What follows belongs to an exercise in optimizing a design on an open flow for small area, a short achievable clock period and few clock cycles per item; a production flow would make more cautious choices.
The RTL was checked by simulation tests, not by an equivalence proof against the original design.
No activity file was given, so power comes from the tool's default toggle rates.

==> flow/design.v, too long to show whole: its modules and the start of the top module <==
// module adaptive_pursuit_selector_core: 239 lines
// module apsel_pupd: 852 lines
// module apsel_top: 47 lines
module apsel_top (
  input  wire logic        clk,
  input  wire logic        rst,
  input  wire logic        req_valid,
  output logic             req_stall,
  input  wire logic        req_cmd,
  input  wire logic [2:0]  req_arm,
  input  wire logic [15:0] req_reward,
  input  wire logic [15:0] req_draw,
  output logic             res_valid,
  input  wire logic        res_stall,
  output logic [2:0]       res_chosen_arm,
  output logic [2:0]       res_best_arm,
  input  wire logic        psel,
  input  wire logic        penable,
  input  wire logic        pwrite,
  input  wire logic [2:0]  paddr,
  input  wire logic [31:0] pwdata,
  output logic [31:0]      prdata,
  output logic             pready
);
  // ...
==> flow/flow/run.sh <==
#!/bin/bash
# Layout: the standard flow (standard synthesis, floorplan, placement, CTS,
# routing), with plain buffers on the ports and a tighter setup target for the
# timing repair steps. The SDC is the design's, unchanged.
set -uo pipefail
bash standard.sh finish \
  SETUP_SLACK_MARGIN=8.0 \
  "BUFFER_PORTS_ARGS=-buffer_cell sky130_fd_sc_hd__buf_2" \
  > standard_flow.log 2>&1
status=$?
cp -r orfs/logs flow_logs 2>/dev/null || true
exit $status
==> flow/standard.sh <==
#!/bin/bash
# synth_recipe.tcl (not shown) runs the flow's synth.tcl, then flattens the netlist and writes it again
# the make line also repeats each setting of config.mk as NAME=value (left out here)
make -C /OpenROAD-flow-scripts/flow DESIGN_CONFIG=/design/flow/config.mk WORK_HOME=/design/flow/orfs CLKGATE_MAP_FILE= SYNTH_SCRIPT=/design/flow/synth_recipe.tcl "${@:-finish}"
==> flow/config.mk <==
export PLATFORM = sky130hd
export DESIGN_NAME = apsel_top
export DESIGN_NICKNAME = apsel_top
export VERILOG_FILES = /design/flow/design.v
export SDC_FILE = /design/flow/constraint.sdc
export NUM_CORES = 4
export LEC_CHECK = 0
export ABC_AREA = 1
export CAP_MARGIN = 20
export CORE_MARGIN = 2
export CORE_UTILIZATION = 40
export SLEW_MARGIN = 20
==> flow/constraint.sdc <==
create_clock -name core_clock -period 14.0 [get_ports {clk}]
set_input_delay 2.8000 -clock core_clock [delete_from_list [all_inputs] [get_ports {clk}]]
set_output_delay 2.8000 -clock core_clock [all_outputs]
set_load 0.01 [all_outputs]
==> results.py, run 1 <==
metrics = {
    "final_layout": {
        "ff_latch_area_mm2": 0.0102,
        "mostFrequentLayoutCells": "1047 x inv_1, 662 x nand2_1, 567 x fa_1",
        "multi_input_area_share_pct": 62.3,
        "clock_area_share_pct": 3.07,
    },
    "routing": {
        "top_layer_used": "met4",
        "routedWlPerCell_um": 22.6,
        "wl_mm": 167,
        "wl_met2_mm": 73.9,
    },
    "sta": {
        "period_share_pct": 43.0,
        "max_clock_freq_mhz": 166,
        "slew_headroom_pct": 27.6,
        "clock_skew_ns": 0.0470,
    },
    "global_routing": {
        "gr-total-overflow": 0,
        "grt_pass1_wl_mm": 251,
        "grt_usage_pct": 26.0,
    },
    "clock_network": {
        "htree_levels": 2,
        "cts.clk_slew.worst_paths_ns": 0.06,
        "cts_hold_repair.buffers": 0,
    },
    "hold_path": {
        "min-delay-start": "u_core.upd_a$_SDFF_PP0_",
    },
    "worst_setup_path": {
        "start_kind": "input port",
    },
    "placed_design": {
        "gp_congestion": 0.956,
    },
    "outcome": {
        "status": "no timing/DRC/antenna violations",
    },
    "power_and_ir_drop": {
        "leakage_uw": 0.0244,
        "power.total_uw": 12200,
        "vdd_drop_max_uv": 387,
    },
    "synthesis": {
        "synth-seq-area-share_pct": 20.7,
    },
}
Testbench counts, summed over its fixed seeds: cycles 2,447, items 1,200.
==> run 2, diff against run 1 <==
--- a/flow/config.mk
+++ b/flow/config.mk
@@ -9,4 +9,6 @@
 export CAP_MARGIN = 20
 export CORE_MARGIN = 2
 export CORE_UTILIZATION = 40
+export CTS_CLUSTER_DIAMETER = 100
+export CTS_CLUSTER_SIZE = 20
 export SLEW_MARGIN = 20
==> run 2 against run 1 <==
  * Still clean
  * First-iteration DRC count decreased by 5.0%
  * Critical path depth unchanged
  * Setup slack improved by 0.0019 ns
  * Cell count decreased by 0.64%
  * Clock skew decreased by 0.0036 ns
  * Combinational power about the same
  * Sequential cell count unchanged
==> results.py, run 2 <==
metrics = {
    "sta": {
        "tightest_slew_ns": 1.09,
        "maxSlewViolCount": 0,
        "max_clock_freq_mhz": 166,
        "slew_headroom_pct": 27.0,
        "fin_setup_tns_ns": 0,
        "fin_ws_ns": 7.98,
        "setup_viol": 0,
        "rsz0062_at_grt": "yes",
        "hold_violations": 0,
        "period_minus_slack_ns": 6.02,
        "period_share_pct": 43.0,
        "clock_skew_ns": 0.0434,
    },
    "routing": {
        "via_per_inst": 5.70,
        "drtIter0Drc": 5190,
        "detailroute.via_count": 41900,
        "ant_nets": 0,
        "drc": 0,
        "wl_mm": 166,
        "dr.pass1.iters": 7,
        "routedWlPerCell_um": 22.6,
    },
    "worst_setup_path": {
        "critPathRequiredTime_ns": 11.20,
        "crit_fanout": 7,
        "critPathKind": "in -> out",
        "cpLargestDelayFamily": "buffers and inverters",
        "r2r_slack_ns": 8.06,
        "critPathMaxStageDelay_ns": 0.17,
        "r2r_end": "u_core.q_e[1][3]$_DFFE_PP_",
        "slowest_stage": "buf_2",
        "start_kind": "input port",
        "reg2reg_from": "u_core.rou_rem[0]$_DFFE_PP_",
        "r2r_cells": 35,
        "cp_num_buf_inv": 2,
        "arrival_ns": 3.22,
        "endpoint_kind": "output pin",
        "cp_cell_sequence": "buf_16 > o21ai_2 > buf_2",
    },
    "synthesis": {
        "ys_ff_latch": 414,
        "mappedNetlistArea_mm2": 0.0491,
        "yosysTopAreaCell": "fa_1",
        "synth_top_area_share_pct": 23.4,
        "synth-seq-area-share_pct": 20.7,
        "synthTopCellsByArea": "fa_1 23%, ha_1 13%, edfxtp_1 11%",
        "post-synth-top-count-cell": "inv_1",
        "ys_warn_count": 14,
        "synthTopCellsByCount": "1073 x inv_1, 680 x nand2_1, 573 x fa_1",
        "postSynth.asyncResetShare_pct": 0,
        "syn_inst": 5807,
        "ys.flop_type": "dfxtp_1",
        "synth.avg_cell_area_um2": 8.46,
        "ys_types": 53,
        "synth_edf_count": 187,
    },
    "outcome": {
        "status": "no timing/DRC/antenna violations",
    },
    "hold_path": {
        "hold_depth": 2,
        "min-delay-start": "u_core.upd_a$_SDFF_PP0_",
        "whs_endpoint": "u_core.upd_b$_SDFF_PP0_",
        "holdCritPathClass": "reg -> reg",
    },
    "global_routing": {
        "grt_pass1_vias": 41300,
        "grt_usage_pct": 25.9,
        "gr-total-overflow": 0,
        "antenna_found_initial": 1,
        "grt_max_degree": 52,
        "grt_pass1_wl_mm": 250,
    },
    "power_and_ir_drop": {
        "vdd_drop_max_uv": 368,
        "leakage_uw": 0.0240,
        "power_per_cell_area_mw_per_mm2": 220,
    },
    "floorplanning": {
        "num_rows": 128,
        "ioPinCount": 119,
        "die_h_um": 354,
        "start_util_pct": 40.3,
        "die_area_mm2": 0.126,
        "core_mm2": 0.122,
        "die_w_um": 354,
    },
    "placed_design": {
        "gp_congestion": 0.956,
        "hpwl_mm": 118,
        "post-place-ws_ns": 6.96,
        "port_buffers": 83,
    },
    "final_layout": {
        "layout_commonest_cell": "inv_1",
        "largest-register": "u_core.reward_estimate",
        "reg_top3": "u_core.reward_estimate: 128 flops, u_core.pipe_d: 68 flops, u_core.grp_pn: 64 flops",
        "nNetsFinal": 6856,
        "area.growth.synth_to_final_pct": 8.21,
        "drive_gt1_share_pct": 9.52,
        "largest_reg_flops": 128,
        "n_fill_cell": 11900,
        "mostFrequentLayoutCells": "1050 x inv_1, 662 x nand2_1, 567 x fa_1",
    },
    "clock_network": {
        "htree_levels": 1,
        "numCtsBuffers": 26,
        "cts_root_buf": "clkbuf_16",
        "cts_hold_repair.buffers": 0,
        "cts_tree": "built",
        "clk_latency_ns": 0.65,
        "clockBufferDepth": 3,
        "clock-sinks": 414,
        "cts.clk_slew.worst_paths_ns": 0.09,
    },
    "run": {
        "drv_cap": 0,
    },
}
run 2: cell counts after synthesis:
Identical to the previous run, type by type.
run 2: worst max path at each step:
stage                                     start                      endpoint  slack (ns)  depth (start not counted)
finish                                 paddr[2]                     prdata[4]        7.98                          3
global placement    u_core.bo_neg[2]$_SDFF_PP0_  u_core.grp_pn[0][12]$_DFF_P_        7.07                         21
global route        u_core.rou_rem[0]$_DFFE_PP_    u_core.q_e[0][3]$_DFFE_PP_        7.80                         35
detailed placement  u_core.bo_neg[2]$_SDFF_PP0_  u_core.grp_pn[0][12]$_DFF_P_        6.96                         21
CTS                                    paddr[2]                     prdata[6]        7.98                          3
floorplan                              paddr[2]                    prdata[10]        7.97                          2
run 2: logic make-up after synthesis:
group | Yosys count | synth area share (%)
DFF | 414 | 20.7
other | 2 | 0.0153
AOI/OAI and AO/OA | 1532 | 19.1
buffers and inverters | 1523 | 11.8
and+or+nand+nor | 1081 | 9.10
xor gates and xnor gates | 182 | 3.24
adders and majority gates | 1073 | 36.1
run 2: repair_timing:
action / CTS / global route
buffers inserted: 14 / 36
resized for setup: 105 / 150
endpoints found under the setup margin: 87 / 67
pin swaps: 27 / 9
gates cloned: 4 / 4
run 2: routing by layer:
metal	part of all wire, %	GRT usage (%)	vias to the layer above	routed length [µm]
li1	-	-	19000	-
met1	40	34.5	20000	66300
met2	44	40.7	2442	72900
met3	10	5.09	540	17200
met4	5.7	11.6	0	9460
met5	0	0	-	0
run 2: metrics by stage:
stage                     power, µW  utilization (%)  cells  hold WS, ns  area, µm²
after floorplan                7660                -   5822        0.403      49200
after global placement         9650             41.8   7244        0.412      51000
after detailed placement       9770             41.8   7244        0.417      51000
after CTS                     11100             42.9   7307        0.455      52300
after global routing          12700             43.6   7347        0.491      53200
final                         11700             43.6   7348        0.438      53200
run 2: area by class of cell:
class                           count  area, µm²  area share (%)
Timing Repair Buffer              249       2050            3.85
Clock buffer                       39        709            1.33
Inverter                         1127       4370            8.23
Clock inverter                      6       83.8           0.158
Multi-Input combinational cell   3885      33700            63.4
Tap cell                         1625       2030            3.82
Antenna cell                        1       2.50         0.00471
Sequential cell                   414      10200            19.2
Timing Repair inverter              2       10.0          0.0188
run 2: tightest hold or removal path, delay by kind of cell, from the launching register on:
family,cells,cell delay [ns]
buf+inv,1,0.05
flops,1,0.31
simple gates,1,0.03
run 2: report_power, final:
group / switching, µW / internal (µW)
Sequential: 511 / 1580
Clock: 473 / 361
Combinational: 5170 / 3600
==> run 3, diff against run 2 <==
--- a/flow/config.mk
+++ b/flow/config.mk
@@ -9,6 +9,6 @@
 export CAP_MARGIN = 20
 export CORE_MARGIN = 2
 export CORE_UTILIZATION = 40
-export CTS_CLUSTER_DIAMETER = 100
-export CTS_CLUSTER_SIZE = 20
+export CTS_CLUSTER_DIAMETER = 80
+export CTS_CLUSTER_SIZE = 16
 export SLEW_MARGIN = 20
==> run 3 against run 2 <==
  * Largest power group unchanged
  * First-iteration DRC count is 0.98% higher
  * Area after synthesis stayed put
  * Maximum frequency hardly changed
  * Sequential cell count unchanged
  * Synthesized cell count unchanged
  * Still clean on timing, DRC and antenna
  * Routed wire length up 0.31%
  * Total power rose by 1.3%
  * Count of clock-buffer cells in the layout increased by 9
  * Setup slack improved by 0.0029 ns
==> results.py, run 3 <==
metrics = {
    "outcome": {
        "status": "no timing/DRC/antenna violations",
    },
    "worst_setup_path": {
        "cpLargestDelayFamily": "buffers and inverters",
        "critical_path.startpoint": "paddr[2]",
        "r2r_cells": 35,
        "cp_num_buf_inv": 2,
        "crit_fanout": 8,
        "r2r_slack_ns": 8.14,
        "slowest_stage": "buf_2",
        "r2r_end": "u_core.q_e[0][3]$_DFFE_PP_",
        "endpoint_kind": "output pin",
        "critPathKind": "in -> out",
        "reg2reg_from": "u_core.rou_rem[0]$_DFFE_PP_",
        "arrival_ns": 3.22,
        "cp_cell_sequence": "buf_16 > o21ai_2 > buf_2",
        "critPathMaxStageDelay_ns": 0.16,
        "start_kind": "input port",
        "critPathRequiredTime_ns": 11.20,
    },
    "synthesis": {
        "postSynth.asyncResetShare_pct": 0,
        "mappedNetlistArea_mm2": 0.0491,
        "ys.flop_type": "dfxtp_1",
        "synth-seq-area-share_pct": 20.7,
        "synth_edf_count": 187,
        "synthTopCellsByArea": "fa_1 23%, ha_1 13%, edfxtp_1 11%",
        "syn_inst": 5807,
        "synth_top_area_share_pct": 23.4,
        "synth.avg_cell_area_um2": 8.46,
        "ys_ff_latch": 414,
        "post-synth-top-count-cell": "inv_1",
        "ys_warn_count": 14,
        "ys_types": 53,
        "yosysTopAreaCell": "fa_1",
        "synthTopCellsByCount": "1073 x inv_1, 680 x nand2_1, 573 x fa_1",
    },
    "final_layout": {
        "mostFrequentLayoutCells": "1044 x inv_1, 662 x nand2_1, 567 x fa_1",
        "drive_gt1_share_pct": 9.93,
        "largest-register": "u_core.reward_estimate",
        "layout.cells.non_filler": 7369,
        "layout_commonest_cell": "inv_1",
        "nNetsFinal": 6872,
        "n_fill_cell": 11800,
        "largest_reg_flops": 128,
        "reg_top3": "u_core.reward_estimate: 128 flops, u_core.pipe_d: 68 flops, u_core.grp_pn: 64 flops",
        "area.growth.synth_to_final_pct": 8.80,
    },
    "global_routing": {
        "antenna_found_initial": 1,
        "grt_pass1_wl_mm": 250,
        "grt_usage_pct": 25.9,
        "grt_pass1_vias": 41500,
        "grt_max_degree": 52,
        "gr-total-overflow": 0,
    },
    "routing": {
        "via_per_inst": 5.74,
        "ant_nets": 0,
        "detailroute.via_count": 42300,
        "wl_mm": 166,
        "routedWlPerCell_um": 22.6,
        "drtIter0Drc": 5241,
        "dr.pass1.iters": 8,
        "drc": 0,
    },
    "floorplanning": {
        "ioPinCount": 119,
        "num_rows": 128,
        "die_h_um": 354,
        "core_mm2": 0.122,
        "die_w_um": 354,
        "start_util_pct": 40.3,
        "die_area_mm2": 0.126,
    },
    "sta": {
        "hold_violations": 0,
        "tightest_slew_ns": 1.11,
        "slew_headroom_pct": 25.6,
        "fin_setup_tns_ns": 0,
        "rsz0062_at_grt": "yes",
        "period_share_pct": 43.0,
        "whs_ns": 0.452,
        "setup_viol": 0,
        "clock_skew_ns": 0.0460,
        "maxSlewViolCount": 0,
        "max_clock_freq_mhz": 166,
        "period_minus_slack_ns": 6.02,
    },
    "clock_network": {
        "cts.clk_slew.worst_paths_ns": 0.07,
        "numCtsBuffers": 34,
        "cts_hold_repair.buffers": 0,
        "cts_tree": "built",
        "cts_root_buf": "clkbuf_16",
        "clock-sinks": 414,
        "htree_levels": 2,
        "clk_latency_ns": 0.62,
        "clockBufferDepth": 3,
    },
    "hold_path": {
        "min-delay-start": "u_core.upd_a$_SDFF_PP0_",
        "whs_endpoint": "u_core.upd_b$_SDFF_PP0_",
        "hold_depth": 2,
        "holdCritPathClass": "reg -> reg",
    },
    "power_and_ir_drop": {
        "power_per_cell_area_mw_per_mm2": 222,
        "leakage_uw": 0.0241,
        "vdd_drop_max_uv": 375,
    },
    "run": {
        "drv_cap": 0,
    },
    "placed_design": {
        "port_buffers": 83,
        "gp_congestion": 0.956,
        "hpwl_mm": 118,
        "placed_cells": 7244,
    },
}
## run 3: cell counts after synthesis
Identical to the previous run, type by type.
## run 3: worst max-delay path by stage
| stage | to | depth (start not counted) | slack, ns |
|---|---|---|---|
| finish | prdata[12] | 3 | 7.98 |
| global route | u_core.q_e[0][3]$_DFFE_PP_ | 35 | 7.85 |
| CTS | prdata[6] | 3 | 7.98 |
| detailed placement | u_core.grp_pn[0][12]$_DFF_P_ | 21 | 6.96 |
| global placement | u_core.grp_pn[0][12]$_DFF_P_ | 21 | 7.07 |
| floorplan | prdata[10] | 2 | 7.97 |
## run 3: through the flow
step	utilization (%)	cell area [µm²]	power, µW	setup slack, ns
2_1_floorplan	-	49200	7660	7.97
3_3_place_gp	41.8	51000	9650	7.07
3_5_place_dp	41.8	51000	9770	6.96
4_1_cts	43.1	52500	11200	7.98
5_1_grt	43.8	53400	12900	7.85
6_report	43.9	53400	11900	7.98
## run 3: layout make-up
cell class / instances / area [µm²] / area share, %
clock inverters: 9 / 97.6 / 0.183
multi-input cells: 3885 / 33700 / 63.0
well taps: 1625 / 2030 / 3.80
diodes: 2 / 5.00 / 0.00936
flip-flops and latches: 414 / 10200 / 19.1
clock buffers: 48 / 903 / 1.69
repair buffers: 256 / 2100 / 3.93
inverters: 1127 / 4370 / 8.18
repair inverters: 3 / 18.8 / 0.0351
## run 3: where the power goes
group,internal (µW),total [µW],switching [µW]
clock network,462,957,494
logic,3620,8810,5190
registers,1580,2090,513
## run 3: worst min-delay path: stages (launching register included)
cell and delay (ns):
dfxtp_1 0.31, inv_1 0.05, nor2_1 0.03
## run 3: what timing repair did
action	4_1_cts	5_1_grt
resized for setup	104	157
pin swaps	27	18
buffers inserted	14	43
gates cloned	4	5
setup endpoints to repair	87	68
## run 3: logic make-up after synthesis
family	after synthesis	synth area share (%)
compound gates	1532	19.1
buf+inv	1523	11.8
simple gates	1081	9.10
fa+ha+maj	1073	36.1
flops	414	20.7
xor+xnor	182	3.24
other cells	2	0.0153
## run 3: metal layers
layer	vias to the layer above	global-route usage [%]	wire length, µm
met5	-	0	0
met4	0	11.6	9610
met3	574	5.39	18000
met2	2562	40.8	73100
met1	20100	34.4	65600
li1	19000	-	-

[static timing again, ports no longer ideal]
In the flow no input, the clock included, has a driving cell. The finished layouts below were timed again as built, in two steps. Step 1 (the two cells are an assumption about what drives the block):
set clk [get_ports {clk}]
set_driving_cell -lib_cell sky130_fd_sc_hd__clkbuf_16 $clk
set_driving_cell -lib_cell sky130_fd_sc_hd__buf_2 [delete_from_list [all_inputs] $clk]
Step 2, shift: input delay + t, output delay - t, t = (earliest + latest rising clock arrival at the registers) / 2. This alone moves slack from input paths to output paths. Slacks: ideal ports / drivers / drivers and shift; pairs: ideal ports / drivers.
run | shift t [ns] | setup WS [ns] | worst setup path at the end
run 1 | 0.684 | 7.975 / 7.694 / 7.694 | input to output
run 2 | 0.699 | 7.977 / 7.689 / 7.689 | input to output
run 3 | 0.657 | 7.980 / 7.673 / 7.673 | input to output
After both steps every run listed still meets setup and hold. The setup slack of run 3, which loses most, moves by -0.307 ns with the drivers and by -0.307 ns with both steps.
